Source: an optimization exercise on an open RTL-to-GDS flow (aim: small area). Production flows keep margins and buffers that such runs may drop. RTL that was checked went through simulation tests only; none was proved equivalent to the original. The RTL of run 1 was laid out without a check of its function. No activity file was given, so power comes from the tool's default toggle rates.

==> design/flow/design.v <==
package midi_synth_pkg;
    localparam logic [1:0] ENV_OFF     = 2'd0;
    localparam logic [1:0] ENV_ATTACK  = 2'd1;
    localparam logic [1:0] ENV_HOLD    = 2'd2;
    localparam logic [1:0] ENV_RELEASE = 2'd3;
    localparam logic [6:0] NOTE_MIN = 7'd29;
    localparam logic [6:0] NOTE_MAX = 7'd91;
    localparam logic [7:0] SUS_MIN = 8'd64;
    localparam logic [7:0] MIN_GAIN = 8'd0;
    localparam logic [7:0] MAX_GAIN = 8'd128;
    localparam logic [6:0] SUSTAIN_CC = 7'd64;
endpackage
import midi_synth_pkg::*;
module midi_byte_parser (
    input  logic       clk,
    input  logic       reset,
    input  logic [7:0] midi_byte,
    input  logic       midi_valid,
    output logic       note_event,    
    output logic [5:0] ev_idx,        
    output logic       ev_on,         
    output logic       pedal          
);
    logic [1:0] st;
    logic [1:0] st_new;
    logic       have_first;
    logic [6:0] first_byte;
    logic       data_byte;
    logic       pair_done;
    logic [6:0] idx7;
    logic       playable;
    logic       pedal_ev1, pedal_ev2, pedal_val;
    assign data_byte = midi_valid && !midi_byte[7] && (st != 2'd0);
    assign pair_done = data_byte && have_first;
    always_comb begin
        case (midi_byte)
            8'h80:   st_new = 2'd1;
            8'h90:   st_new = 2'd2;
            8'hB0:   st_new = 2'd3;
            default: st_new = 2'd0;
        endcase
    end
    always_comb begin
        logic c;
        c = 1'b0;
        for (int i = 0; i < 7; i++) begin
            idx7[i] = first_byte[i] ^ 1'(7'd100 >> i) ^ c;
            c = (first_byte[i] & 1'(7'd100 >> i)) | (c & (first_byte[i] ^ 1'(7'd100 >> i)));
        end
    end
    assign playable = !idx7[6] && (idx7[5:0] != 6'd0);
    always_ff @(posedge clk) begin
        if (reset) begin
            st         <= 2'd0;
            have_first <= 1'b0;
            note_event <= 1'b0;
            pedal_ev1  <= 1'b0;
            pedal_ev2  <= 1'b0;
            pedal      <= 1'b0;
        end else begin
            note_event <= pair_done && (st != 2'd3) && playable;
            pedal_ev1  <= pair_done && (st == 2'd3) && (first_byte == SUSTAIN_CC);
            pedal_ev2  <= pedal_ev1;
            if (pedal_ev2) pedal <= pedal_val;
            if (midi_valid && midi_byte[7] && (midi_byte[6:3] != 4'hF)) begin
                st         <= st_new;
                have_first <= 1'b0;
            end else if (data_byte) begin
                have_first <= !have_first;
            end
        end
    end
    always_ff @(posedge clk) begin
        if (data_byte && !have_first) first_byte <= midi_byte[6:0];
        ev_idx <= idx7[5:0];
        if (pair_done) begin
            ev_on     <= (st == 2'd2) && (midi_byte[6:0] != 7'd0);
            pedal_val <= midi_byte[6];
        end
    end
endmodule
module voice_allocator #(
    parameter int NUM_VOICES = 4
) (
    input  logic                       clk,
    input  logic                       reset,
    input  logic                       note_event,
    input  logic [5:0]                 ev_idx,
    input  logic                       ev_on,
    input  logic [NUM_VOICES-1:0]      voice_on,
    input  logic [NUM_VOICES-1:0][5:0] voice_note,
    output logic [NUM_VOICES-1:0]      update_voice
);
    logic [NUM_VOICES-1:0] target;
    logic                  found;
    always_comb begin
        target = '0;
        found  = 1'b0;
        for (int v = 0; v < NUM_VOICES; v++) begin
            if (!found && !voice_on[v] && !update_voice[v]) begin
                target[v] = ev_on;
                found     = 1'b1;
            end
        end
        for (int v = 0; v < NUM_VOICES; v++) begin
            if (!ev_on && voice_on[v] && (voice_note[v] == ev_idx)) target[v] = 1'b1;
        end
        if (!note_event) target = '0;
    end
    always_ff @(posedge clk) begin
        if (reset) update_voice <= '0;
        else       update_voice <= target;
    end
endmodule
import midi_synth_pkg::*;
module harmonic_dynamics #(
    parameter int ATTACK_TIME  = 75,
    parameter int SUSTAIN_TIME = 1400,
    parameter int REL_TIME     = 150
) (
    input  logic        clk,
    input  logic        reset,
    input  logic        key_down,        
    input  logic        key_up,          
    input  logic [5:0]  ev_idx,
    input  logic        generate_next,   
    input  logic        pedal,
    input  logic [15:0] sustain_n,       
    input  logic        zero_crossing,   
    output logic        voice_on,
    output logic [5:0]  note,
    output logic [7:0]  gain
);
    logic [1:0]  state;
    logic [15:0] count;
    logic [15:0] count_inc;
    logic        reach_sus;
    logic        due;
    logic        step;
    logic        up;
    logic [7:0]  gain_step;
    function automatic logic ge_const(input logic [15:0] x, input logic [15:0] k);
        logic g;
        g = 1'b1;
        for (int i = 0; i < 16; i++) g = k[i] ? (x[i] & g) : (x[i] | g);
        ge_const = g;
    endfunction
    assign voice_on = (state != ENV_OFF);
    always_comb begin
        logic c, g;
        c = 1'b1;
        g = 1'b1;
        for (int i = 0; i < 16; i++) begin
            count_inc[i] = count[i] ^ c;
            c = count[i] & c;
            g = (count[i] & sustain_n[i]) | (g & (count[i] | sustain_n[i]));
        end
        reach_sus = g;
    end
    always_comb begin
        case (state)
            ENV_ATTACK:  due = ge_const(count, 16'(ATTACK_TIME));
            ENV_HOLD:    due = reach_sus;
            default:     due = pedal ? reach_sus : ge_const(count, 16'(REL_TIME));
        endcase
    end
    assign step = !generate_next && due && zero_crossing;
    assign up = (state == ENV_ATTACK);
    always_comb begin
        logic t;
        t = 1'b1;
        for (int i = 0; i < 8; i++) begin
            gain_step[i] = gain[i] ^ t;
            t = t & (gain[i] ~^ up);
        end
    end
    always_ff @(posedge clk) begin
        if (reset) begin
            state <= ENV_OFF;
            gain  <= MIN_GAIN;
        end else begin
            case (state)
                ENV_OFF: begin
                    if (key_down) state <= ENV_ATTACK;
                end
                ENV_ATTACK: begin
                    if (step) begin
                        if (gain == MAX_GAIN) state <= ENV_HOLD;
                        else                  gain  <= gain_step;
                    end
                end
                ENV_HOLD: begin
                    if (key_up) state <= ENV_RELEASE;
                    else if (step && gain != MIN_GAIN) gain <= gain_step;
                end
                default: begin
                    if (gain == MIN_GAIN) state <= ENV_OFF;
                    else if (step)        gain  <= gain_step;
                end
            endcase
        end
    end
    always_ff @(posedge clk) begin
        if (state == ENV_OFF || (state == ENV_HOLD && key_up)) begin
            count <= '0;
        end else if (generate_next) begin
            count <= count_inc;
        end else if (step) begin
            count <= '0;
        end
        if (state == ENV_OFF) note <= key_down ? ev_idx : 6'd0;
    end
endmodule
import midi_synth_pkg::*;
module voice_oscillator #(
    parameter int NUM_VOICES = 4
) (
    input  logic                       clk,
    input  logic                       started,      
    input  logic                       tick,         
    input  logic                       wpass,        
    input  logic [1:0]                 slot,         
    input  logic [NUM_VOICES-1:0][5:0] voice_note,
    output logic [15:0]                head_phase,   
    output logic [NUM_VOICES-1:0]      zero_crossing
);
    function automatic [19:0] note_inc(input logic [5:0] idx);
        case (idx)
            6'd1: note_inc = 20'd15257;
            6'd2: note_inc = 20'd16164;
            6'd3: note_inc = 20'd17125;
            6'd4: note_inc = 20'd18143;
            6'd5: note_inc = 20'd19222;
            6'd6: note_inc = 20'd20365;
            6'd7: note_inc = 20'd21576;
            6'd8: note_inc = 20'd22859;
            6'd9: note_inc = 20'd24218;
            6'd10: note_inc = 20'd25658;
            6'd11: note_inc = 20'd27184;
            6'd12: note_inc = 20'd28800;
            6'd13: note_inc = 20'd30514;
            6'd14: note_inc = 20'd32328;
            6'd15: note_inc = 20'd34250;
            6'd16: note_inc = 20'd36286;
            6'd17: note_inc = 20'd38444;
            6'd18: note_inc = 20'd40730;
            6'd19: note_inc = 20'd43152;
            6'd20: note_inc = 20'd45718;
            6'd21: note_inc = 20'd48436;
            6'd22: note_inc = 20'd51316;
            6'd23: note_inc = 20'd54368;
            6'd24: note_inc = 20'd57600;
            6'd25: note_inc = 20'd61028;
            6'd26: note_inc = 20'd64656;
            6'd27: note_inc = 20'd68500;
            6'd28: note_inc = 20'd72572;
            6'd29: note_inc = 20'd76888;
            6'd30: note_inc = 20'd81460;
            6'd31: note_inc = 20'd86304;
            6'd32: note_inc = 20'd91436;
            6'd33: note_inc = 20'd96872;
            6'd34: note_inc = 20'd102632;
            6'd35: note_inc = 20'd108736;
            6'd36: note_inc = 20'd115200;
            6'd37: note_inc = 20'd122056;
            6'd38: note_inc = 20'd129312;
            6'd39: note_inc = 20'd137000;
            6'd40: note_inc = 20'd145144;
            6'd41: note_inc = 20'd153776;
            6'd42: note_inc = 20'd162920;
            6'd43: note_inc = 20'd172608;
            6'd44: note_inc = 20'd182872;
            6'd45: note_inc = 20'd193744;
            6'd46: note_inc = 20'd205264;
            6'd47: note_inc = 20'd217472;
            6'd48: note_inc = 20'd230400;
            6'd49: note_inc = 20'd244112;
            6'd50: note_inc = 20'd258624;
            6'd51: note_inc = 20'd274000;
            6'd52: note_inc = 20'd290288;
            6'd53: note_inc = 20'd307552;
            6'd54: note_inc = 20'd325840;
            6'd55: note_inc = 20'd345216;
            6'd56: note_inc = 20'd365744;
            6'd57: note_inc = 20'd387488;
            6'd58: note_inc = 20'd410528;
            6'd59: note_inc = 20'd434944;
            6'd60: note_inc = 20'd460800;
            6'd61: note_inc = 20'd488224;
            6'd62: note_inc = 20'd517248;
            6'd63: note_inc = 20'd548000;
            default: note_inc = 20'd0;
        endcase
    endfunction
    logic [3:0][24:0] ring;     
    logic [5:0]       n1, n2, n3;     
    logic [5:0]       note;
    logic [19:0]      inc;
    logic [23:0]      sum;
    logic             carry_next;
    always_ff @(posedge clk) begin
        n3 <= voice_note[3];
        n2 <= tick ? voice_note[2] : n3;
        n1 <= tick ? voice_note[1] : n2;
    end
    assign note = (slot == 2'd0) ? voice_note[0] : n1;
    assign inc  = wpass ? note_inc(note) : 20'd0;
    always_comb begin
        logic c;
        c = 1'b0;
        for (int i = 0; i < 24; i++) begin
            if (i < 20) begin
                sum[i] = ring[0][i] ^ inc[i] ^ c;
                c = (ring[0][i] & inc[i]) | (c & (ring[0][i] ^ inc[i]));
            end else begin
                sum[i] = ring[0][i] ^ c;
                c = ring[0][i] & c;
            end
        end
    end
    always_comb begin
        logic k;
        k = 1'b0;
        for (int i = 1; i < 23; i++) begin
            if (i <= 20) k = (ring[0][i] & inc[i-1]) | (k & (ring[0][i] ^ inc[i-1]));
            else         k = k & ring[0][i];
        end
        carry_next = k & ~(sum[23] ^ ring[0][23]);
    end
    always_ff @(posedge clk) begin
        ring[2:0] <= ring[3:1];
        if (!started || (wpass && note == 6'd0)) ring[3][23:0] <= '0;
        else                                     ring[3][23:0] <= sum;
        if (!started)   ring[3][24] <= 1'b0;
        else if (wpass) ring[3][24] <= (note != 6'd0) && carry_next;
        else            ring[3][24] <= ring[0][24];
    end
    for (genvar v = 0; v < NUM_VOICES; v++) begin : g_zc
        always_ff @(posedge clk) begin
            if (tick) zero_crossing[v] <= ring[v][24];
        end
    end
    assign head_phase = ring[0][23:8];
endmodule
module voice_mixer #(
    parameter int NUM_VOICES    = 4,
    parameter int SAMPLE_DIVIDE = 1024
) (
    input  logic                        clk,
    input  logic                        reset,
    input  logic [15:0]                 head_phase,
    input  logic [NUM_VOICES-1:0][7:0]  voice_gain,
    output logic                        started,
    output logic                        tick,
    output logic                        wpass,
    output logic [1:0]                  slot,
    output logic signed [15:0]          mix_sample,
    output logic                        mix_valid
);
    localparam int DIV_W = $clog2(SAMPLE_DIVIDE);
    logic [DIV_W-1:0] div_count;
    logic [DIV_W-1:0] div_inc;
    logic [7:0]       ga, gb;        
    logic [7:0]       g;
    logic [17:0]      acc;
    logic [17:0]      a;
    logic [17:0]      nxt;
    always_comb begin
        logic c;
        c = 1'b1;
        for (int i = 0; i < DIV_W; i++) begin
            div_inc[i] = div_count[i] ^ c;
            c = div_count[i] & c;
        end
    end
    always_ff @(posedge clk) begin
        if (reset) begin
            div_count <= '0;
            started   <= 1'b0;
        end else begin
            if (div_count == DIV_W'(SAMPLE_DIVIDE - 1)) begin
                div_count <= '0;
                started   <= 1'b1;
            end else begin
                div_count <= div_inc;
            end
        end
    end
    assign tick  = started && (div_count == '0);
    assign wpass = started && (div_count[DIV_W-1:2] == '0);
    assign slot  = div_count[1:0];
    always_ff @(posedge clk) begin
        gb <= voice_gain[3];
        ga <= (slot == 2'd1) ? voice_gain[2] : gb;
    end
    assign g = (slot == 2'd0) ? voice_gain[0] : (slot == 2'd1) ? voice_gain[1] : ga;
    assign a = (slot == 2'd0) ? 18'd177152 : acc;
    mixer_mac mac_i (.u(head_phase), .g, .a, .nxt);
    always_ff @(posedge clk) acc <= nxt;
    always_ff @(posedge clk) begin
        if (reset) mix_valid <= 1'b0;
        else       mix_valid <= wpass && (slot == 2'd3);
    end
    always_comb begin
        if (acc[17] && !(acc[16] && acc[15]))       mix_sample = 16'h8000;
        else if (!acc[17] && (acc[16] || acc[15])) mix_sample = 16'h7fff;
        else                                        mix_sample = acc[15:0];
    end
endmodule
module mixer_mac (
    input  logic [15:0] u,
    input  logic [7:0]  g,
    input  logic [17:0] a,
    output logic [17:0] nxt
);
    logic bn0, b1_0, b2_0;
    assign bn0 = g[1] & ~(g[0] & 1'b0);
    assign b1_0 = g[0] ^ 1'b0;
    assign b2_0 = (g[1] & ~g[0] & ~1'b0) | (~g[1] & g[0] & 1'b0);
    logic bn1, b1_1, b2_1;
    assign bn1 = g[3] & ~(g[2] & g[1]);
    assign b1_1 = g[2] ^ g[1];
    assign b2_1 = (g[3] & ~g[2] & ~g[1]) | (~g[3] & g[2] & g[1]);
    logic bn2, b1_2, b2_2;
    assign bn2 = g[5] & ~(g[4] & g[3]);
    assign b1_2 = g[4] ^ g[3];
    assign b2_2 = (g[5] & ~g[4] & ~g[3]) | (~g[5] & g[4] & g[3]);
    logic bn3, b1_3, b2_3;
    assign bn3 = 1'b0;
    assign b1_3 = g[6] ^ g[5];
    assign b2_3 = (g[6] & g[5]) | g[7];
    logic mac_1;
    logic mac_2;
    assign mac_1 = (((b1_0 & u[7]) | (b2_0 & u[6])) ^ bn0) ^ (((b1_1 & u[5]) | (b2_1 & u[4])) ^ bn1);
    assign mac_2 = (((b1_0 & u[7]) | (b2_0 & u[6])) ^ bn0) & (((b1_1 & u[5]) | (b2_1 & u[4])) ^ bn1);
    logic mac_3;
    logic mac_4;
    assign mac_3 = (((b1_0 & u[8]) | (b2_0 & u[7])) ^ bn0) ^ (((b1_1 & u[6]) | (b2_1 & u[5])) ^ bn1) ^ (((b1_2 & u[4]) | (b2_2 & u[3])) ^ bn2);
    assign mac_4 = ((((b1_0 & u[8]) | (b2_0 & u[7])) ^ bn0) & (((b1_1 & u[6]) | (b2_1 & u[5])) ^ bn1)) | ((((b1_0 & u[8]) | (b2_0 & u[7])) ^ bn0) & (((b1_2 & u[4]) | (b2_2 & u[3])) ^ bn2)) | ((((b1_1 & u[6]) | (b2_1 & u[5])) ^ bn1) & (((b1_2 & u[4]) | (b2_2 & u[3])) ^ bn2));
    logic mac_5;
    logic mac_6;
    assign mac_5 = (((b1_0 & u[9]) | (b2_0 & u[8])) ^ bn0) ^ (((b1_1 & u[7]) | (b2_1 & u[6])) ^ bn1) ^ (((b1_2 & u[5]) | (b2_2 & u[4])) ^ bn2);
    assign mac_6 = ((((b1_0 & u[9]) | (b2_0 & u[8])) ^ bn0) & (((b1_1 & u[7]) | (b2_1 & u[6])) ^ bn1)) | ((((b1_0 & u[9]) | (b2_0 & u[8])) ^ bn0) & (((b1_2 & u[5]) | (b2_2 & u[4])) ^ bn2)) | ((((b1_1 & u[7]) | (b2_1 & u[6])) ^ bn1) & (((b1_2 & u[5]) | (b2_2 & u[4])) ^ bn2));
    logic mac_7;
    logic mac_8;
    assign mac_7 = (((b1_0 & u[10]) | (b2_0 & u[9])) ^ bn0) ^ (((b1_1 & u[8]) | (b2_1 & u[7])) ^ bn1) ^ (((b1_2 & u[6]) | (b2_2 & u[5])) ^ bn2);
    assign mac_8 = ((((b1_0 & u[10]) | (b2_0 & u[9])) ^ bn0) & (((b1_1 & u[8]) | (b2_1 & u[7])) ^ bn1)) | ((((b1_0 & u[10]) | (b2_0 & u[9])) ^ bn0) & (((b1_2 & u[6]) | (b2_2 & u[5])) ^ bn2)) | ((((b1_1 & u[8]) | (b2_1 & u[7])) ^ bn1) & (((b1_2 & u[6]) | (b2_2 & u[5])) ^ bn2));
    logic mac_9;
    logic mac_10;
    assign mac_9 = (((b1_0 & u[11]) | (b2_0 & u[10])) ^ bn0) ^ (((b1_1 & u[9]) | (b2_1 & u[8])) ^ bn1) ^ (((b1_2 & u[7]) | (b2_2 & u[6])) ^ bn2);
    assign mac_10 = ((((b1_0 & u[11]) | (b2_0 & u[10])) ^ bn0) & (((b1_1 & u[9]) | (b2_1 & u[8])) ^ bn1)) | ((((b1_0 & u[11]) | (b2_0 & u[10])) ^ bn0) & (((b1_2 & u[7]) | (b2_2 & u[6])) ^ bn2)) | ((((b1_1 & u[9]) | (b2_1 & u[8])) ^ bn1) & (((b1_2 & u[7]) | (b2_2 & u[6])) ^ bn2));
    logic mac_11;
    logic mac_12;
    assign mac_11 = (((b1_0 & u[12]) | (b2_0 & u[11])) ^ bn0) ^ (((b1_1 & u[10]) | (b2_1 & u[9])) ^ bn1) ^ (((b1_2 & u[8]) | (b2_2 & u[7])) ^ bn2);
    assign mac_12 = ((((b1_0 & u[12]) | (b2_0 & u[11])) ^ bn0) & (((b1_1 & u[10]) | (b2_1 & u[9])) ^ bn1)) | ((((b1_0 & u[12]) | (b2_0 & u[11])) ^ bn0) & (((b1_2 & u[8]) | (b2_2 & u[7])) ^ bn2)) | ((((b1_1 & u[10]) | (b2_1 & u[9])) ^ bn1) & (((b1_2 & u[8]) | (b2_2 & u[7])) ^ bn2));
    logic mac_13;
    logic mac_14;
    assign mac_13 = (((b1_0 & u[13]) | (b2_0 & u[12])) ^ bn0) ^ (((b1_1 & u[11]) | (b2_1 & u[10])) ^ bn1) ^ (((b1_2 & u[9]) | (b2_2 & u[8])) ^ bn2);
    assign mac_14 = ((((b1_0 & u[13]) | (b2_0 & u[12])) ^ bn0) & (((b1_1 & u[11]) | (b2_1 & u[10])) ^ bn1)) | ((((b1_0 & u[13]) | (b2_0 & u[12])) ^ bn0) & (((b1_2 & u[9]) | (b2_2 & u[8])) ^ bn2)) | ((((b1_1 & u[11]) | (b2_1 & u[10])) ^ bn1) & (((b1_2 & u[9]) | (b2_2 & u[8])) ^ bn2));
    logic mac_15;
    logic mac_16;
    assign mac_15 = (((b1_0 & u[14]) | (b2_0 & u[13])) ^ bn0) ^ (((b1_1 & u[12]) | (b2_1 & u[11])) ^ bn1) ^ (((b1_2 & u[10]) | (b2_2 & u[9])) ^ bn2);
    assign mac_16 = ((((b1_0 & u[14]) | (b2_0 & u[13])) ^ bn0) & (((b1_1 & u[12]) | (b2_1 & u[11])) ^ bn1)) | ((((b1_0 & u[14]) | (b2_0 & u[13])) ^ bn0) & (((b1_2 & u[10]) | (b2_2 & u[9])) ^ bn2)) | ((((b1_1 & u[12]) | (b2_1 & u[11])) ^ bn1) & (((b1_2 & u[10]) | (b2_2 & u[9])) ^ bn2));
    logic mac_17;
    logic mac_18;
    assign mac_17 = (((b1_0 & u[15]) | (b2_0 & u[14])) ^ bn0) ^ (((b1_1 & u[13]) | (b2_1 & u[12])) ^ bn1) ^ (((b1_2 & u[11]) | (b2_2 & u[10])) ^ bn2);
    assign mac_18 = ((((b1_0 & u[15]) | (b2_0 & u[14])) ^ bn0) & (((b1_1 & u[13]) | (b2_1 & u[12])) ^ bn1)) | ((((b1_0 & u[15]) | (b2_0 & u[14])) ^ bn0) & (((b1_2 & u[11]) | (b2_2 & u[10])) ^ bn2)) | ((((b1_1 & u[13]) | (b2_1 & u[12])) ^ bn1) & (((b1_2 & u[11]) | (b2_2 & u[10])) ^ bn2));
    logic mac_19;
    logic mac_20;
    assign mac_19 = ((b1_3 & u[9]) | (b2_3 & u[8])) ^ a[8];
    assign mac_20 = ((b1_3 & u[9]) | (b2_3 & u[8])) & a[8];
    logic mac_21;
    logic mac_22;
    assign mac_21 = (((b2_0 & u[15])) ^ bn0) ^ (((b1_1 & u[14]) | (b2_1 & u[13])) ^ bn1) ^ (((b1_2 & u[12]) | (b2_2 & u[11])) ^ bn2);
    assign mac_22 = ((((b2_0 & u[15])) ^ bn0) & (((b1_1 & u[14]) | (b2_1 & u[13])) ^ bn1)) | ((((b2_0 & u[15])) ^ bn0) & (((b1_2 & u[12]) | (b2_2 & u[11])) ^ bn2)) | ((((b1_1 & u[14]) | (b2_1 & u[13])) ^ bn1) & (((b1_2 & u[12]) | (b2_2 & u[11])) ^ bn2));
    logic mac_23;
    logic mac_24;
    assign mac_23 = ((b1_3 & u[10]) | (b2_3 & u[9])) ^ a[9] ^ (~g[1]);
    assign mac_24 = (((b1_3 & u[10]) | (b2_3 & u[9])) & a[9]) | (((b1_3 & u[10]) | (b2_3 & u[9])) & (~g[1])) | (a[9] & (~g[1]));
    logic mac_25;
    logic mac_26;
    assign mac_25 = ~bn0 ^ (((b1_1 & u[15]) | (b2_1 & u[14])) ^ bn1) ^ (((b1_2 & u[13]) | (b2_2 & u[12])) ^ bn2);
    assign mac_26 = (~bn0 & (((b1_1 & u[15]) | (b2_1 & u[14])) ^ bn1)) | (~bn0 & (((b1_2 & u[13]) | (b2_2 & u[12])) ^ bn2)) | ((((b1_1 & u[15]) | (b2_1 & u[14])) ^ bn1) & (((b1_2 & u[13]) | (b2_2 & u[12])) ^ bn2));
    logic mac_27;
    logic mac_28;
    assign mac_27 = ((b1_3 & u[11]) | (b2_3 & u[10])) ^ a[10] ^ (~g[2]);
    assign mac_28 = (((b1_3 & u[11]) | (b2_3 & u[10])) & a[10]) | (((b1_3 & u[11]) | (b2_3 & u[10])) & (~g[2])) | (a[10] & (~g[2]));
    logic mac_29;
    logic mac_30;
    assign mac_29 = (((b2_1 & u[15])) ^ bn1) ^ (((b1_2 & u[14]) | (b2_2 & u[13])) ^ bn2) ^ ((b1_3 & u[12]) | (b2_3 & u[11]));
    assign mac_30 = ((((b2_1 & u[15])) ^ bn1) & (((b1_2 & u[14]) | (b2_2 & u[13])) ^ bn2)) | ((((b2_1 & u[15])) ^ bn1) & ((b1_3 & u[12]) | (b2_3 & u[11]))) | ((((b1_2 & u[14]) | (b2_2 & u[13])) ^ bn2) & ((b1_3 & u[12]) | (b2_3 & u[11])));
    logic mac_31;
    logic mac_32;
    assign mac_31 = a[11] ^ (~g[3]);
    assign mac_32 = a[11] & (~g[3]);
    logic mac_33;
    logic mac_34;
    assign mac_33 = ~bn1 ^ (((b1_2 & u[15]) | (b2_2 & u[14])) ^ bn2) ^ ((b1_3 & u[13]) | (b2_3 & u[12]));
    assign mac_34 = (~bn1 & (((b1_2 & u[15]) | (b2_2 & u[14])) ^ bn2)) | (~bn1 & ((b1_3 & u[13]) | (b2_3 & u[12]))) | ((((b1_2 & u[15]) | (b2_2 & u[14])) ^ bn2) & ((b1_3 & u[13]) | (b2_3 & u[12])));
    logic mac_35;
    logic mac_36;
    assign mac_35 = a[12] ^ (~g[4]);
    assign mac_36 = a[12] & (~g[4]);
    logic mac_37;
    logic mac_38;
    assign mac_37 = (((b2_2 & u[15])) ^ bn2) ^ ((b1_3 & u[14]) | (b2_3 & u[13])) ^ a[13];
    assign mac_38 = ((((b2_2 & u[15])) ^ bn2) & ((b1_3 & u[14]) | (b2_3 & u[13]))) | ((((b2_2 & u[15])) ^ bn2) & a[13]) | (((b1_3 & u[14]) | (b2_3 & u[13])) & a[13]);
    logic mac_39;
    logic mac_40;
    assign mac_39 = ~bn2 ^ ((b1_3 & u[15]) | (b2_3 & u[14]));
    assign mac_40 = ~bn2 & ((b1_3 & u[15]) | (b2_3 & u[14]));
    logic mac_41;
    logic mac_42;
    assign mac_41 = (((b1_0 & u[4]) | (b2_0 & u[3])) ^ bn0) ^ (((b1_1 & u[2]) | (b2_1 & u[1])) ^ bn1);
    assign mac_42 = (((b1_0 & u[4]) | (b2_0 & u[3])) ^ bn0) & (((b1_1 & u[2]) | (b2_1 & u[1])) ^ bn1);
    logic mac_43;
    logic mac_44;
    assign mac_43 = (((b1_0 & u[5]) | (b2_0 & u[4])) ^ bn0) ^ (((b1_1 & u[3]) | (b2_1 & u[2])) ^ bn1);
    assign mac_44 = (((b1_0 & u[5]) | (b2_0 & u[4])) ^ bn0) & (((b1_1 & u[3]) | (b2_1 & u[2])) ^ bn1);
    logic mac_45;
    logic mac_46;
    assign mac_45 = (((b1_0 & u[6]) | (b2_0 & u[5])) ^ bn0) ^ (((b1_1 & u[4]) | (b2_1 & u[3])) ^ bn1) ^ (((b1_2 & u[2]) | (b2_2 & u[1])) ^ bn2);
    assign mac_46 = ((((b1_0 & u[6]) | (b2_0 & u[5])) ^ bn0) & (((b1_1 & u[4]) | (b2_1 & u[3])) ^ bn1)) | ((((b1_0 & u[6]) | (b2_0 & u[5])) ^ bn0) & (((b1_2 & u[2]) | (b2_2 & u[1])) ^ bn2)) | ((((b1_1 & u[4]) | (b2_1 & u[3])) ^ bn1) & (((b1_2 & u[2]) | (b2_2 & u[1])) ^ bn2));
    logic mac_47;
    logic mac_48;
    assign mac_47 = mac_1 ^ (((b1_2 & u[3]) | (b2_2 & u[2])) ^ bn2) ^ ((b1_3 & u[1]) | (b2_3 & u[0]));
    assign mac_48 = (mac_1 & (((b1_2 & u[3]) | (b2_2 & u[2])) ^ bn2)) | (mac_1 & ((b1_3 & u[1]) | (b2_3 & u[0]))) | ((((b1_2 & u[3]) | (b2_2 & u[2])) ^ bn2) & ((b1_3 & u[1]) | (b2_3 & u[0])));
    logic mac_49;
    logic mac_50;
    assign mac_49 = mac_2 ^ mac_3 ^ ((b1_3 & u[2]) | (b2_3 & u[1]));
    assign mac_50 = (mac_2 & mac_3) | (mac_2 & ((b1_3 & u[2]) | (b2_3 & u[1]))) | (mac_3 & ((b1_3 & u[2]) | (b2_3 & u[1])));
    logic mac_51;
    logic mac_52;
    assign mac_51 = mac_4 ^ mac_5 ^ ((b1_3 & u[3]) | (b2_3 & u[2]));
    assign mac_52 = (mac_4 & mac_5) | (mac_4 & ((b1_3 & u[3]) | (b2_3 & u[2]))) | (mac_5 & ((b1_3 & u[3]) | (b2_3 & u[2])));
    logic mac_53;
    logic mac_54;
    assign mac_53 = mac_6 ^ mac_7 ^ ((b1_3 & u[4]) | (b2_3 & u[3]));
    assign mac_54 = (mac_6 & mac_7) | (mac_6 & ((b1_3 & u[4]) | (b2_3 & u[3]))) | (mac_7 & ((b1_3 & u[4]) | (b2_3 & u[3])));
    logic mac_55;
    logic mac_56;
    assign mac_55 = mac_8 ^ mac_9 ^ ((b1_3 & u[5]) | (b2_3 & u[4]));
    assign mac_56 = (mac_8 & mac_9) | (mac_8 & ((b1_3 & u[5]) | (b2_3 & u[4]))) | (mac_9 & ((b1_3 & u[5]) | (b2_3 & u[4])));
    logic mac_57;
    logic mac_58;
    assign mac_57 = mac_10 ^ mac_11 ^ ((b1_3 & u[6]) | (b2_3 & u[5]));
    assign mac_58 = (mac_10 & mac_11) | (mac_10 & ((b1_3 & u[6]) | (b2_3 & u[5]))) | (mac_11 & ((b1_3 & u[6]) | (b2_3 & u[5])));
    logic mac_59;
    logic mac_60;
    assign mac_59 = mac_12 ^ mac_13 ^ ((b1_3 & u[7]) | (b2_3 & u[6]));
    assign mac_60 = (mac_12 & mac_13) | (mac_12 & ((b1_3 & u[7]) | (b2_3 & u[6]))) | (mac_13 & ((b1_3 & u[7]) | (b2_3 & u[6])));
    logic mac_61;
    logic mac_62;
    assign mac_61 = mac_14 ^ mac_15 ^ ((b1_3 & u[8]) | (b2_3 & u[7]));
    assign mac_62 = (mac_14 & mac_15) | (mac_14 & ((b1_3 & u[8]) | (b2_3 & u[7]))) | (mac_15 & ((b1_3 & u[8]) | (b2_3 & u[7])));
    logic mac_63;
    logic mac_64;
    assign mac_63 = mac_16 ^ mac_17 ^ mac_19;
    assign mac_64 = (mac_16 & mac_17) | (mac_16 & mac_19) | (mac_17 & mac_19);
    logic mac_65;
    logic mac_66;
    assign mac_65 = mac_18 ^ mac_20 ^ mac_21;
    assign mac_66 = (mac_18 & mac_20) | (mac_18 & mac_21) | (mac_20 & mac_21);
    logic mac_67;
    logic mac_68;
    assign mac_67 = mac_22 ^ mac_24 ^ mac_25;
    assign mac_68 = (mac_22 & mac_24) | (mac_22 & mac_25) | (mac_24 & mac_25);
    logic mac_69;
    logic mac_70;
    assign mac_69 = mac_26 ^ mac_28 ^ mac_29;
    assign mac_70 = (mac_26 & mac_28) | (mac_26 & mac_29) | (mac_28 & mac_29);
    logic mac_71;
    logic mac_72;
    assign mac_71 = mac_30 ^ mac_32 ^ mac_33;
    assign mac_72 = (mac_30 & mac_32) | (mac_30 & mac_33) | (mac_32 & mac_33);
    logic mac_73;
    logic mac_74;
    assign mac_73 = mac_34 ^ mac_36 ^ mac_37;
    assign mac_74 = (mac_34 & mac_36) | (mac_34 & mac_37) | (mac_36 & mac_37);
    logic mac_75;
    logic mac_76;
    assign mac_75 = mac_38 ^ mac_39 ^ a[14];
    assign mac_76 = (mac_38 & mac_39) | (mac_38 & a[14]) | (mac_39 & a[14]);
    logic mac_77;
    logic mac_78;
    assign mac_77 = mac_40 ^ ((b2_3 & u[15])) ^ a[15];
    assign mac_78 = (mac_40 & ((b2_3 & u[15]))) | (mac_40 & a[15]) | (((b2_3 & u[15])) & a[15]);
    logic mac_79;
    logic mac_80;
    assign mac_79 = (((b1_0 & u[2]) | (b2_0 & u[1])) ^ bn0) ^ (((b1_1 & u[0])) ^ bn1);
    assign mac_80 = (((b1_0 & u[2]) | (b2_0 & u[1])) ^ bn0) & (((b1_1 & u[0])) ^ bn1);
    logic mac_81;
    logic mac_82;
    assign mac_81 = (((b1_0 & u[3]) | (b2_0 & u[2])) ^ bn0) ^ (((b1_1 & u[1]) | (b2_1 & u[0])) ^ bn1);
    assign mac_82 = (((b1_0 & u[3]) | (b2_0 & u[2])) ^ bn0) & (((b1_1 & u[1]) | (b2_1 & u[0])) ^ bn1);
    logic mac_83;
    logic mac_84;
    assign mac_83 = mac_41 ^ (((b1_2 & u[0])) ^ bn2) ^ bn2;
    assign mac_84 = (mac_41 & (((b1_2 & u[0])) ^ bn2)) | (mac_41 & bn2) | ((((b1_2 & u[0])) ^ bn2) & bn2);
    logic mac_85;
    logic mac_86;
    assign mac_85 = mac_42 ^ mac_43 ^ (((b1_2 & u[1]) | (b2_2 & u[0])) ^ bn2);
    assign mac_86 = (mac_42 & mac_43) | (mac_42 & (((b1_2 & u[1]) | (b2_2 & u[0])) ^ bn2)) | (mac_43 & (((b1_2 & u[1]) | (b2_2 & u[0])) ^ bn2));
    logic mac_87;
    logic mac_88;
    assign mac_87 = mac_44 ^ mac_45 ^ ((b1_3 & u[0]));
    assign mac_88 = (mac_44 & mac_45) | (mac_44 & ((b1_3 & u[0]))) | (mac_45 & ((b1_3 & u[0])));
    logic mac_89;
    logic mac_90;
    assign mac_89 = mac_46 ^ mac_47 ^ a[0];
    assign mac_90 = (mac_46 & mac_47) | (mac_46 & a[0]) | (mac_47 & a[0]);
    logic mac_91;
    logic mac_92;
    assign mac_91 = mac_48 ^ mac_49 ^ a[1];
    assign mac_92 = (mac_48 & mac_49) | (mac_48 & a[1]) | (mac_49 & a[1]);
    logic mac_93;
    logic mac_94;
    assign mac_93 = mac_50 ^ mac_51 ^ a[2];
    assign mac_94 = (mac_50 & mac_51) | (mac_50 & a[2]) | (mac_51 & a[2]);
    logic mac_95;
    logic mac_96;
    assign mac_95 = mac_52 ^ mac_53 ^ a[3];
    assign mac_96 = (mac_52 & mac_53) | (mac_52 & a[3]) | (mac_53 & a[3]);
    logic mac_97;
    logic mac_98;
    assign mac_97 = mac_54 ^ mac_55 ^ a[4];
    assign mac_98 = (mac_54 & mac_55) | (mac_54 & a[4]) | (mac_55 & a[4]);
    logic mac_99;
    logic mac_100;
    assign mac_99 = mac_56 ^ mac_57 ^ a[5];
    assign mac_100 = (mac_56 & mac_57) | (mac_56 & a[5]) | (mac_57 & a[5]);
    logic mac_101;
    logic mac_102;
    assign mac_101 = mac_58 ^ mac_59 ^ a[6];
    assign mac_102 = (mac_58 & mac_59) | (mac_58 & a[6]) | (mac_59 & a[6]);
    logic mac_103;
    logic mac_104;
    assign mac_103 = mac_60 ^ mac_61 ^ a[7];
    assign mac_104 = (mac_60 & mac_61) | (mac_60 & a[7]) | (mac_61 & a[7]);
    logic mac_105;
    logic mac_106;
    assign mac_105 = mac_62 ^ mac_63 ^ (~g[0]);
    assign mac_106 = (mac_62 & mac_63) | (mac_62 & (~g[0])) | (mac_63 & (~g[0]));
    logic mac_107;
    logic mac_108;
    assign mac_107 = mac_64 ^ mac_65 ^ mac_23;
    assign mac_108 = (mac_64 & mac_65) | (mac_64 & mac_23) | (mac_65 & mac_23);
    logic mac_109;
    logic mac_110;
    assign mac_109 = mac_66 ^ mac_67 ^ mac_27;
    assign mac_110 = (mac_66 & mac_67) | (mac_66 & mac_27) | (mac_67 & mac_27);
    logic mac_111;
    logic mac_112;
    assign mac_111 = mac_68 ^ mac_69 ^ mac_31;
    assign mac_112 = (mac_68 & mac_69) | (mac_68 & mac_31) | (mac_69 & mac_31);
    logic mac_113;
    logic mac_114;
    assign mac_113 = mac_70 ^ mac_71 ^ mac_35;
    assign mac_114 = (mac_70 & mac_71) | (mac_70 & mac_35) | (mac_71 & mac_35);
    logic mac_115;
    logic mac_116;
    assign mac_115 = mac_72 ^ mac_73 ^ (~g[5]);
    assign mac_116 = (mac_72 & mac_73) | (mac_72 & (~g[5])) | (mac_73 & (~g[5]));
    logic mac_117;
    logic mac_118;
    assign mac_117 = mac_74 ^ mac_75 ^ (~g[6]);
    assign mac_118 = (mac_74 & mac_75) | (mac_74 & (~g[6])) | (mac_75 & (~g[6]));
    logic mac_119;
    logic mac_120;
    assign mac_119 = mac_76 ^ mac_77 ^ (~g[7]);
    assign mac_120 = (mac_76 & mac_77) | (mac_76 & (~g[7])) | (mac_77 & (~g[7]));
    logic mac_121;
    logic mac_122;
    assign mac_121 = mac_78 ^ a[16];
    assign mac_122 = mac_78 & a[16];
    logic mac_123;
    logic mac_124;
    assign mac_123 = (((b1_0 & u[0])) ^ bn0) ^ bn0;
    assign mac_124 = (((b1_0 & u[0])) ^ bn0) & bn0;
    logic mac_125;
    logic mac_126;
    assign mac_125 = (((b1_0 & u[1]) | (b2_0 & u[0])) ^ bn0) ^ mac_124;
    assign mac_126 = (((b1_0 & u[1]) | (b2_0 & u[0])) ^ bn0) & mac_124;
    logic mac_127;
    logic mac_128;
    assign mac_127 = mac_79 ^ bn1 ^ mac_126;
    assign mac_128 = (mac_79 & bn1) | (mac_79 & mac_126) | (bn1 & mac_126);
    logic mac_129;
    logic mac_130;
    assign mac_129 = mac_80 ^ mac_81 ^ mac_128;
    assign mac_130 = (mac_80 & mac_81) | (mac_80 & mac_128) | (mac_81 & mac_128);
    logic mac_131;
    logic mac_132;
    assign mac_131 = mac_82 ^ mac_83 ^ mac_130;
    assign mac_132 = (mac_82 & mac_83) | (mac_82 & mac_130) | (mac_83 & mac_130);
    logic mac_133;
    logic mac_134;
    assign mac_133 = mac_84 ^ mac_85 ^ mac_132;
    assign mac_134 = (mac_84 & mac_85) | (mac_84 & mac_132) | (mac_85 & mac_132);
    logic mac_135;
    logic mac_136;
    assign mac_135 = mac_86 ^ mac_87 ^ mac_134;
    assign mac_136 = (mac_86 & mac_87) | (mac_86 & mac_134) | (mac_87 & mac_134);
    logic mac_137;
    logic mac_138;
    assign mac_137 = mac_88 ^ mac_89 ^ mac_136;
    assign mac_138 = (mac_88 & mac_89) | (mac_88 & mac_136) | (mac_89 & mac_136);
    logic mac_139;
    logic mac_140;
    assign mac_139 = mac_90 ^ mac_91 ^ mac_138;
    assign mac_140 = (mac_90 & mac_91) | (mac_90 & mac_138) | (mac_91 & mac_138);
    logic mac_141;
    logic mac_142;
    assign mac_141 = mac_92 ^ mac_93 ^ mac_140;
    assign mac_142 = (mac_92 & mac_93) | (mac_92 & mac_140) | (mac_93 & mac_140);
    logic mac_143;
    logic mac_144;
    assign mac_143 = mac_94 ^ mac_95 ^ mac_142;
    assign mac_144 = (mac_94 & mac_95) | (mac_94 & mac_142) | (mac_95 & mac_142);
    logic mac_145;
    logic mac_146;
    assign mac_145 = mac_96 ^ mac_97 ^ mac_144;
    assign mac_146 = (mac_96 & mac_97) | (mac_96 & mac_144) | (mac_97 & mac_144);
    logic mac_147;
    logic mac_148;
    assign mac_147 = mac_98 ^ mac_99 ^ mac_146;
    assign mac_148 = (mac_98 & mac_99) | (mac_98 & mac_146) | (mac_99 & mac_146);
    logic mac_149;
    logic mac_150;
    assign mac_149 = mac_100 ^ mac_101 ^ mac_148;
    assign mac_150 = (mac_100 & mac_101) | (mac_100 & mac_148) | (mac_101 & mac_148);
    logic mac_151;
    logic mac_152;
    assign mac_151 = mac_102 ^ mac_103 ^ mac_150;
    assign mac_152 = (mac_102 & mac_103) | (mac_102 & mac_150) | (mac_103 & mac_150);
    logic mac_153;
    logic mac_154;
    assign mac_153 = mac_104 ^ mac_105 ^ mac_152;
    assign mac_154 = (mac_104 & mac_105) | (mac_104 & mac_152) | (mac_105 & mac_152);
    logic mac_155;
    logic mac_156;
    assign mac_155 = mac_106 ^ mac_107 ^ mac_154;
    assign mac_156 = (mac_106 & mac_107) | (mac_106 & mac_154) | (mac_107 & mac_154);
    logic mac_157;
    logic mac_158;
    assign mac_157 = mac_108 ^ mac_109 ^ mac_156;
    assign mac_158 = (mac_108 & mac_109) | (mac_108 & mac_156) | (mac_109 & mac_156);
    logic mac_159;
    logic mac_160;
    assign mac_159 = mac_110 ^ mac_111 ^ mac_158;
    assign mac_160 = (mac_110 & mac_111) | (mac_110 & mac_158) | (mac_111 & mac_158);
    logic mac_161;
    logic mac_162;
    assign mac_161 = mac_112 ^ mac_113 ^ mac_160;
    assign mac_162 = (mac_112 & mac_113) | (mac_112 & mac_160) | (mac_113 & mac_160);
    logic mac_163;
    logic mac_164;
    assign mac_163 = mac_114 ^ mac_115 ^ mac_162;
    assign mac_164 = (mac_114 & mac_115) | (mac_114 & mac_162) | (mac_115 & mac_162);
    logic mac_165;
    logic mac_166;
    assign mac_165 = mac_116 ^ mac_117 ^ mac_164;
    assign mac_166 = (mac_116 & mac_117) | (mac_116 & mac_164) | (mac_117 & mac_164);
    logic mac_167;
    logic mac_168;
    assign mac_167 = mac_118 ^ mac_119 ^ mac_166;
    assign mac_168 = (mac_118 & mac_119) | (mac_118 & mac_166) | (mac_119 & mac_166);
    logic mac_169;
    logic mac_170;
    assign mac_169 = mac_120 ^ mac_121 ^ mac_168;
    assign mac_170 = (mac_120 & mac_121) | (mac_120 & mac_168) | (mac_121 & mac_168);
    logic mac_171;
    logic mac_172;
    assign mac_171 = mac_122 ^ a[17] ^ mac_170;
    assign mac_172 = (mac_122 & a[17]) | (mac_122 & mac_170) | (a[17] & mac_170);
    assign nxt = {mac_171, mac_169, mac_167, mac_165, mac_163, mac_161, mac_159, mac_157, mac_155, mac_153, mac_151, mac_149, mac_147, mac_145, mac_143, mac_141, mac_139, mac_137};
endmodule
import midi_synth_pkg::*;
module midi_synth_top #(
    parameter int NUM_VOICES    = 4,
    parameter int ATTACK_TIME   = 4,
    parameter int SUSTAIN_TIME  = 40,
    parameter int REL_TIME      = 8,
    parameter int SAMPLE_DIVIDE = 16
) (
    input  logic                        clk,
    input  logic                        reset,
    input  logic [7:0]                  midi_byte,
    input  logic                        midi_valid,
    input  logic [15:0]                 sustain_inc,
    output logic signed [15:0]          mix_sample,
    output logic                        mix_valid,
    output logic [NUM_VOICES-1:0]       voice_on,
    output logic [NUM_VOICES-1:0][7:0]  voice_gain
);
    logic                       note_event;
    logic [5:0]                 ev_idx;
    logic                       ev_on;
    logic                       pedal;
    logic [NUM_VOICES-1:0]      update_voice;
    logic [NUM_VOICES-1:0][5:0] voice_note;
    logic [NUM_VOICES-1:0]      zero_crossing;
    logic [15:0]                sustain_n;
    logic [15:0]                head_phase;
    logic                       started, tick, wpass;
    logic [1:0]                 slot;
    always_comb begin
        logic c;
        c = 1'b0;
        for (int i = 0; i < 16; i++) begin
            sustain_n[i] = ~(sustain_inc[i] ^ 1'(SUSTAIN_TIME >> i) ^ c);
            c = (sustain_inc[i] & 1'(SUSTAIN_TIME >> i)) | (c & (sustain_inc[i] ^ 1'(SUSTAIN_TIME >> i)));
        end
    end
    midi_byte_parser parser_i (
        .clk, .reset, .midi_byte, .midi_valid, .note_event, .ev_idx, .ev_on, .pedal
    );
    voice_allocator #(.NUM_VOICES(NUM_VOICES)) allocator_i (
        .clk, .reset, .note_event, .ev_idx, .ev_on, .voice_on, .voice_note, .update_voice
    );
    for (genvar v = 0; v < NUM_VOICES; v++) begin : g_voice
        harmonic_dynamics #(
            .ATTACK_TIME(ATTACK_TIME), .SUSTAIN_TIME(SUSTAIN_TIME), .REL_TIME(REL_TIME)
        ) envelope_i (
            .clk, .reset,
            .key_down(update_voice[v] && ev_on), .key_up(update_voice[v] && !ev_on),
            .ev_idx, .generate_next(tick), .pedal, .sustain_n,
            .zero_crossing(zero_crossing[v]),
            .voice_on(voice_on[v]), .note(voice_note[v]), .gain(voice_gain[v])
        );
    end
    voice_oscillator #(.NUM_VOICES(NUM_VOICES)) osc_i (
        .clk, .started, .tick, .wpass, .slot, .voice_note, .head_phase, .zero_crossing
    );
    voice_mixer #(.NUM_VOICES(NUM_VOICES), .SAMPLE_DIVIDE(SAMPLE_DIVIDE)) mixer_i (
        .clk, .reset, .head_phase, .voice_gain, .started, .tick, .wpass, .slot,
        .mix_sample, .mix_valid
    );
endmodule
==> design/flow/flow/run.sh <==
#!/bin/bash
# The standard layout with two changes: the input and output ports are buffered with the
# smallest buffer cell instead of the one buffer_ports picks by itself, and clock tree synthesis
# adds no dummy loads.
set -euo pipefail
export BUFFER_PORTS_ARGS="-buffer_cell sky130_fd_sc_hd__buf_1"
export CTS_ARGS="-sink_clustering_enable -repair_clock_nets -sink_clustering_size 25 -sink_clustering_max_diameter 100 -buf_list sky130_fd_sc_hd__clkbuf_16 -dont_use_dummy_load"
bash standard.sh > standard.log 2>&1
==> design/flow/standard.sh <==
#!/bin/bash
# synth_recipe.tcl (not shown) runs the flow's synth.tcl, then flattens the netlist and writes it again
# the make line also repeats each setting of config.mk as NAME=value (left out here)
make -C /OpenROAD-flow-scripts/flow DESIGN_CONFIG=/design/flow/config.mk WORK_HOME=/design/flow/orfs CLKGATE_MAP_FILE= SYNTH_SCRIPT=/design/flow/synth_recipe.tcl "${@:-finish}"
==> design/flow/config.mk <==
export PLATFORM = sky130hd
export DESIGN_NAME = midi_synth_top
export DESIGN_NICKNAME = midi_synth_top
export VERILOG_FILES = /design/flow/design.v
export SDC_FILE = /design/flow/constraint.sdc
export NUM_CORES = 4
export LEC_CHECK = 0
export ABC_AREA = 1
export CAP_MARGIN = 20
export CORE_MARGIN = 2
export CORE_UTILIZATION = 65
export GPL_TIMING_DRIVEN = 0
export SLEW_MARGIN = 20
==> design/flow/constraint.sdc <==
create_clock -name core_clock -period 12.0 [get_ports {clk}]
set_input_delay 2.4000 -clock core_clock [delete_from_list [all_inputs] [get_ports {clk}]]
set_output_delay 2.4000 -clock core_clock [all_outputs]
set_load 0.01 [all_outputs]
==> results of run 1 <==
==> kinds of logic after synthesis <==
family	Yosys count	share of synthesized area [%]
and+or+nand+nor	783	18.18
AOI/OAI and AO/OA	425	13.73
buffers and inverters	398	8.316
DFF	316	36.45
adders and majority gates	218	18.36
xor gates and xnor gates	103	4.910
muxes	1	0.05449
==> critical path, delay by kind of cell, from the launching register on <==
family / cells / cell delay (ns)
buffers and inverters: 9 / 1.34
and+or+nand+nor: 1 / 0.52
xor gates and xnor gates: 3 / 0.53
adders and majority gates: 21 / 8.20
AOI/OAI and AO/OA: 2 / 0.37
DFF: 1 / 0.39
==> per-layer routing <==
layer,global-route usage [%],vias up,routed length (um)
met5,0,-,0
met4,16.59,0,2512
met3,3.960,151,3070
met2,55.79,683,22730
met1,38.72,7376,18900
li1,-,7600,-
==> cell type report <==
class | count | area (um2) | area share, %
buffer | 68 | 306.5 | 1.562
clock buffer | 17 | 425.4 | 2.167
timing repair buffer | 83 | 326.6 | 1.664
sequential | 316 | 6696 | 34.11
multi-input combinational | 1530 | 10170 | 51.81
inverter | 327 | 1231 | 6.272
tap | 378 | 473.0 | 2.409
==> synthesized netlist by cell type, types with 20 or more instances <==
cell type  number
nand4_1        31
inv_1         304
edfxtp_1       37
clkbuf_1       52
o21ai_1        30
fa_1           86
xor2_1         73
nor2_1        165
a21oi_1       157
ha_1          132
o22ai_1        73
nand3_1        92
nor4_1         21
o21ai_0        69
dfxtp_1       279
nand2_1       420
nor3_1         20
xnor2_1        30
==> metrics by stage <==
step	area, um2	setup WS (ns)	hold WS, ns
2_1_floorplan	18370	0.5911	0.3096
3_3_place_gp	19140	-0.4573	0.3098
3_5_place_dp	19140	-0.7094	0.3121
4_1_cts	19580	0.008226	0.2611
5_1_grt	19630	-0.0004245	0.2647
6_report	19630	0.5366	0.2634
==> sequential cells by signal, summed over array words and instances, names as in the netlist, 2 cells and up <==
name,cells
parser_i.st,2
osc_i.zero_crossing,4
g_voice.envelope_i.count,64
osc_i.ring,100
mixer_i.ga,8
osc_i.n3,6
mixer_i.gb,8
parser_i.ev_idx,6
parser_i.first_byte,7
osc_i.n1,6
g_voice.envelope_i.gain,32
allocator_i.update_voice,4
g_voice.envelope_i.state,8
mixer_i.div_count,4
osc_i.n2,6
mixer_i.acc,18
g_voice.envelope_i.note,24
==> cells in the final DEF, fill, tap and decap left out, types with 44 or more instances in the layout <==
| master | count |
|---|---|
| clkbuf_1 | 44 |
| ha_1 | 132 |
| fa_1 | 86 |
| nor2_1 | 165 |
| nand3_1 | 92 |
| inv_1 | 303 |
| buf_1 | 86 |
| xor2_1 | 73 |
| a21oi_1 | 157 |
| o22ai_1 | 73 |
| o21ai_0 | 69 |
| dfxtp_1 | 279 |
| nand2_1 | 420 |
==> worst paths after layout <==
path / slack, ns / end / depth (start not counted)
max: 0.54 / mixer_i.acc[17] / 36
min: 0.26 / osc_i.ring[50] / 0
max reg2reg: 0.54 / mixer_i.acc[17] / 36
min reg2reg: 0.26 / osc_i.ring[50] / 0
==> what timing repair did <==
item	4_1_cts	5_1_grt
pin swaps	0	0
endpoints found under the setup margin	4	6
setup buffers	0	4
resized for setup	8	18
==> where the power goes <==
group	leakage [nW]	switching [mW]	internal [mW]
combinational	5.67	0.921	0.462
clock	0.209	0.334	0.254
sequential	2.65	0.0528	1.18
==> results_dict.tcl, run 1 <==
set metrics [dict create \
    period_share_pct 95.53 \
    finalSetupViolCount 0 \
    arrival_ns 11.87 \
    grt_max_degree 26 \
    drt_iter0_markers 1506 \
    syn-mean-instance-area_um2 8.187 \
    initial_core_util_pct 66.13 \
    die_h_um 172.1 \
    layout_min_cycle_time_ns 11.46 \
    vias 15810 \
    slew_violations 0 \
    yosys_warnings 6 \
    rows 61 \
    synth.top_cell.area_share_pct 30.40 \
    fin_nets 2588 \
    crit-reg2reg-launch "mixer_i.div_count[0]" \
    outcome "no timing/DRC/antenna violations" \
    die_x_um 172.1 \
    layout-drive-gt1-share_pct 3.930 \
    power_mw 3.204 \
    drtAntennaViolNets 0 \
    cts.hold.buffers_added 0 \
    grt.total_usage_pct 31.93 \
    final_cells 2719 \
    clk_pin_slew_worst_paths_ns 0.10 \
    hpwl_um 36530 \
    synth_top_cell_by_area "dfxtp_1" \
    ir_worst_vdd_mv 0.1337 \
    netlist_instances 2244 \
    post_drt_via_cell_ratio 5.815 \
    path_max_fanout 10 \
    cts_buffer_depth 3 \
    hp-start "osc_i.ring[75]" \
    fillers 2281 \
    worstMarginPinSlew_ns 0.9811 \
    endpoint_kind "register" \
    worstHoldPathType "register to register" \
    cp_slowest_stage_delay_ns 0.52 \
    synth_flop_cell "dfxtp_1" \
    cts_tree "done" \
    antenna_cells 0 \
    cp-startpoint "mixer_i.div_count[0]" \
    clock_latency_ns 0.53 \
    cts.sinks 316 \
    ys_seq_area_share_pct 36.45 \
    utilization_pct 70.66 \
    worst-setup-path-type "register to register" \
    synth_cell_types 57 \
    cap_violations 0 \
    htreeDepth 1 \
    relSlewSlack_pct 33.90 \
    port_buffers 79 \
    place.gp.congestion 0.9664 \
    core_um2 27780 \
    cts_buffers 17 \
    wl_per_cell_um 17.36 \
    crit_top_cell "fa_1" \
    hold_viol 0 \
    grt_pass1_vias 15410 \
    async_flop_share_pct 0 \
    powerDensity_nw_per_um2 163.2 \
    synth-edff-count 37 \
    clock_skew_ns 0.07475 \
    finalSetupTns_ns 0 \
    synth_fp_nets 2489 \
    grt_pass1_wl_um 75000 \
    grt.overflow.total 0 \
    synth-seq-cells 316 \
    wl_um 47210 \
    cts-root-buf "clkbuf_16" \
    total_leakage_power_nw 8.533 \
    cp_slowest_cell "nor2_1" \
    antenna_found_initial 0 \
    dp.cells 2701 \
    io_pins 80 \
    syn2layout_area_growth_pct 6.852 \
    drtPass1Iterations 8 \
    dieArea_um2 29620 \
    netlist_area_um2 18370 \
    crit_required_ns 12.41 \
    max_freq_ghz 0.08723 \
    cp-start-kind "register" \
    synthTopCellsByArea "dfxtp_1 (30%), fa_1 (9.4%), ha_1 (9.0%)" \
    drc 0 \
]
==> run 2, diff against run 1 <==
--- a/design/flow/design.v
+++ b/design/flow/design.v
@@ -139,4 +139,5 @@
     logic        step;
     logic        up;
+    logic        gain_en;
     logic [7:0]  gain_step;
     function automatic logic ge_const(input logic [15:0] x, input logic [15:0] k);
@@ -149,5 +150,5 @@
     always_comb begin
         logic c, g;
-        c = 1'b1;
+        c = generate_next;
         g = 1'b1;
         for (int i = 0; i < 16; i++) begin
@@ -167,7 +168,9 @@
     assign step = !generate_next && due && zero_crossing;
     assign up = (state == ENV_ATTACK);
+    assign gain_en = step && (up ? !gain[7] : (gain != MIN_GAIN))
+                     && !(state == ENV_HOLD && key_up);
     always_comb begin
         logic t;
-        t = 1'b1;
+        t = gain_en;
         for (int i = 0; i < 8; i++) begin
             gain_step[i] = gain[i] ^ t;
@@ -180,33 +183,16 @@
             gain  <= MIN_GAIN;
         end else begin
+            gain <= gain_step;
             case (state)
-                ENV_OFF: begin
-                    if (key_down) state <= ENV_ATTACK;
-                end
-                ENV_ATTACK: begin
-                    if (step) begin
-                        if (gain == MAX_GAIN) state <= ENV_HOLD;
-                        else                  gain  <= gain_step;
-                    end
-                end
-                ENV_HOLD: begin
-                    if (key_up) state <= ENV_RELEASE;
-                    else if (step && gain != MIN_GAIN) gain <= gain_step;
-                end
-                default: begin
-                    if (gain == MIN_GAIN) state <= ENV_OFF;
-                    else if (step)        gain  <= gain_step;
-                end
+                ENV_OFF:     if (key_down) state <= ENV_ATTACK;
+                ENV_ATTACK:  if (step && gain[7]) state <= ENV_HOLD;
+                ENV_HOLD:    if (key_up) state <= ENV_RELEASE;
+                default:     if (gain == MIN_GAIN) state <= ENV_OFF;
             endcase
         end
     end
     always_ff @(posedge clk) begin
-        if (state == ENV_OFF || (state == ENV_HOLD && key_up)) begin
-            count <= '0;
-        end else if (generate_next) begin
-            count <= count_inc;
-        end else if (step) begin
-            count <= '0;
-        end
+        if (state == ENV_OFF || (state == ENV_HOLD && key_up) || step) count <= '0;
+        else                                                            count <= count_inc;
         if (state == ENV_OFF) note <= key_down ? ev_idx : 6'd0;
     end
--- a/design/flow/config.mk
+++ b/design/flow/config.mk
@@ -10,4 +10,3 @@
 export CORE_MARGIN = 2
 export CORE_UTILIZATION = 65
-export GPL_TIMING_DRIVEN = 0
 export SLEW_MARGIN = 20
==> run 2 against run 1 <==
Sequential cell count is the same. Design area shrank 4.1%. Global-route usage shrank 2.3 points. Total power grew 3.7%. Routed wire length shrank 12%. Sequential power grew 4%. Highest routed layer unchanged. Clock power shrank 2%. Combinational power grew 6%. Fmax grew 1.2%. Utilization shrank 0.65 points. Non-clock buffer count shrank 56. Register-to-register slack gained 0.13 ns.
==> results_dict.tcl, run 2 <==
set metrics [dict create \
    worstHoldPathType "register to register" \
    cts.sinks 316 \
    area.sequential_um2 6696 \
    endpoint_kind "register" \
    synth.top_cells.by_count "inv_1 (424), nand2_1 (355), dfxtp_1 (279), nor2_1 (218), ha_1 (136)" \
    clk_pin_slew_worst_paths_ns 0.09 \
    final_cells 2583 \
    htreeDepth 1 \
    rows 60 \
    outcome "no timing/DRC/antenna violations" \
    power_frac_seq_pct 38.6 \
    final_common_cell "inv_1" \
    grt.total_usage_pct 29.62 \
    layout-drive-gt1-share_pct 2.542 \
    syn-mean-instance-area_um2 8.126 \
    vias 14510 \
    combPwrFrac_pct 44.1 \
    finalSetupTns_ns 0 \
    cp_slowest_cell "inv_1" \
    place.gp.congestion 0.9493 \
    core_um2 26880 \
    dieArea_um2 28710 \
    period_share_pct 94.43 \
    max_freq_ghz 0.08825 \
    crit_required_ns 12.39 \
    drtAntennaViolNets 0 \
    fillers 2154 \
    netlist_instances 2189 \
    synth_top_cell_by_area "dfxtp_1" \
    netlist_area_um2 17790 \
    cp_slowest_stage_delay_ns 0.51 \
    worst-setup-path-type "register to register" \
    crit_top_cell "fa_1" \
    initial_core_util_pct 66.19 \
    hold_viol 0 \
    clock_latency_ns 0.53 \
    grt_pass1_vias 14060 \
    largest_register "osc_i.ring" \
    cts_buffer_depth 3 \
    total_leakage_power_nw 8.557 \
    port_buffers 79 \
    finalSetupViolCount 0 \
    cts-root-buf "clkbuf_16" \
    rsz0062_at_grt "no" \
    ir_worst_vdd_mv 0.1274 \
    swShare_pct 40.79 \
    path_max_fanout 24 \
    die_x_um 169.4 \
    cts_setup_buffers 0 \
    grt_pass1_wl_um 68700 \
    layout_min_cycle_time_ns 11.33 \
    cts_resized 0 \
    powerDensity_nw_per_um2 176.6 \
    grt_max_degree 37 \
    wl_per_cell_um 16.17 \
    cp.buffers_inverters 7 \
    cp-start-kind "register" \
    synth_fp_nets 2438 \
    yosys_warnings 6 \
    synth_cell_types 50 \
    cts_buffers 17 \
    async_flop_share_pct 0 \
    synth-edff-count 37 \
    antenna_cells 0 \
    ys_seq_area_share_pct 37.65 \
    fin_nets 2493 \
    drt_iter0_markers 1096 \
    relSlewSlack_pct 36.38 \
    antenna_found_initial 0 \
    worstMarginPinSlew_ns 0.9543 \
    multi_input_area_um2 9206 \
    drtPass1Iterations 5 \
    dp.cells 2566 \
    die_h_um 169.4 \
    switching_power_mw 1.356 \
    synthTopCellsByArea "dfxtp_1 (31%), fa_1 (9.7%), ha_1 (9.6%)" \
    final_cell_mix "inv_1 (424), nand2_1 (355), dfxtp_1 (279)" \
    reg_top3 "osc_i.ring: 100 flops, g_voice.envelope_i.count: 64 flops, g_voice.envelope_i.gain: 32 flops" \
    synth.top_cell.area_share_pct 31.40 \
    grt.overflow.total 0 \
    post_drt_via_cell_ratio 5.617 \
    cap_violations 0 \
    cts_tree "done" \
    clock_power_share_pct 17.3 \
    hpwl_um 32220 \
    io_pins 80 \
    crit_family "adder cells" \
    slew_violations 0 \
    cts.hold.buffers_added 0 \
    synth-seq-cells 316 \
    intPower_mw 1.968 \
    syn2layout_area_growth_pct 5.775 \
    drc 0 \
    arrival_ns 11.72 \
    power_mw 3.323 \
    yosysMostFrequentCell "inv_1" \
    clock_skew_ns 0.09256 \
    wl_um 41770 \
    synth_flop_cell "dfxtp_1" \
    largest_register_ffs 100 \
]
==> run 2: final timing paths <==
| path | startpoint | end | slack (ns) | cells past startpoint |
|---|---|---|---|---|
| worst max register to register | mixer_i.div_count[1] | mixer_i.acc[17] | 0.67 | 36 |
| worst min register to register | osc_i.ring[99] | osc_i.ring[74] | 0.31 | 0 |
| worst max-delay path | mixer_i.div_count[1] | mixer_i.acc[17] | 0.67 | 36 |
| worst min-delay path | osc_i.ring[99] | osc_i.ring[74] | 0.31 | 0 |
==> run 2: power by group through the flow <==
stage / sequential (mW) / clock, mW / combinational, mW
3_3_place_gp: 1.30 / 0 / 1.43
5_1_grt: 1.30 / 0.622 / 1.67
4_1_cts: 1.28 / 0.591 / 1.46
6_report: 1.28 / 0.576 / 1.46
2_1_floorplan: 1.29 / 0 / 1.07
3_5_place_dp: 1.31 / 0 / 1.45
==> run 2: metal layers <==
layer	track usage [%]	vias to the layer above	share of wire, %
li1	-	7120	-
met1	37.25	6807	42
met2	53.03	484	49
met3	3.521	98	5.8
met4	9.810	0	3.6
met5	0	-	0
==> run 2: layout make-up <==
type	count	share of cell area, %
clock buffer	17	2.261
inverter	438	8.738
multi-input combinational	1376	48.93
sequential	316	35.59
tap	341	2.268
timing repair buffer	95	2.214
==> run 2: logic make-up (layout without fill, tap and decap cells) <==
family,count (synthesis),in the layout,synth area share [%]
buffers and inverters,497,550,10.64
AO/OA/AOI/OAI,387,387,12.90
AND/OR/NAND/NOR,697,697,16.10
XOR/XNOR,66,66,3.250
flip-flops,316,316,37.65
adder cells (fa/ha/maj),226,226,19.47
==> run 2: through the flow <==
step                      cell area [um2]  hold slack [ns]  setup WS, ns  util [%]
after floorplan                     17790           0.3096        0.4980         -
after global placement              18390           0.3096        0.8167     68.41
after detailed placement            18390           0.3121        0.6095     68.41
after CTS                           18810           0.3006        0.5498     70.00
after global routing                18820           0.2993        0.1044     70.01
final                               18820           0.3070        0.6683     70.01

==> re-timing with driven ports <==
How much do the figures lean on ideal ports? The routed layouts below were timed once more, with nothing changed but the port constraints.
Step 1 (the two cells are an assumption about what drives the block):
set clk [get_ports {clk}]
set_driving_cell -lib_cell sky130_fd_sc_hd__clkbuf_16 $clk
set_driving_cell -lib_cell sky130_fd_sc_hd__buf_2 [delete_from_list [all_inputs] $clk]
Step 2 times the ports against the registers' clock, not the clock port: input delays grow and output delays shrink by t, the midpoint of the rising clock arrivals with the driver on.
Three values: ideal ports, drivers, drivers and shift; two values: the first two.
run	t, ns	setup WS [ns]	hold WS [ns]	worst setup path after step 2	slew at the worst register clock pin (ns)
run 1	0.543	0.537 / 0.537 / 0.537	0.263 / 0.263 / 0.263	register to register	0.10 / 0.10
run 2	0.530	0.668 / 0.668 / 0.668	0.307 / 0.307 / 0.307	register to register	0.11 / 0.11
After both steps setup and hold are still met in every run listed.
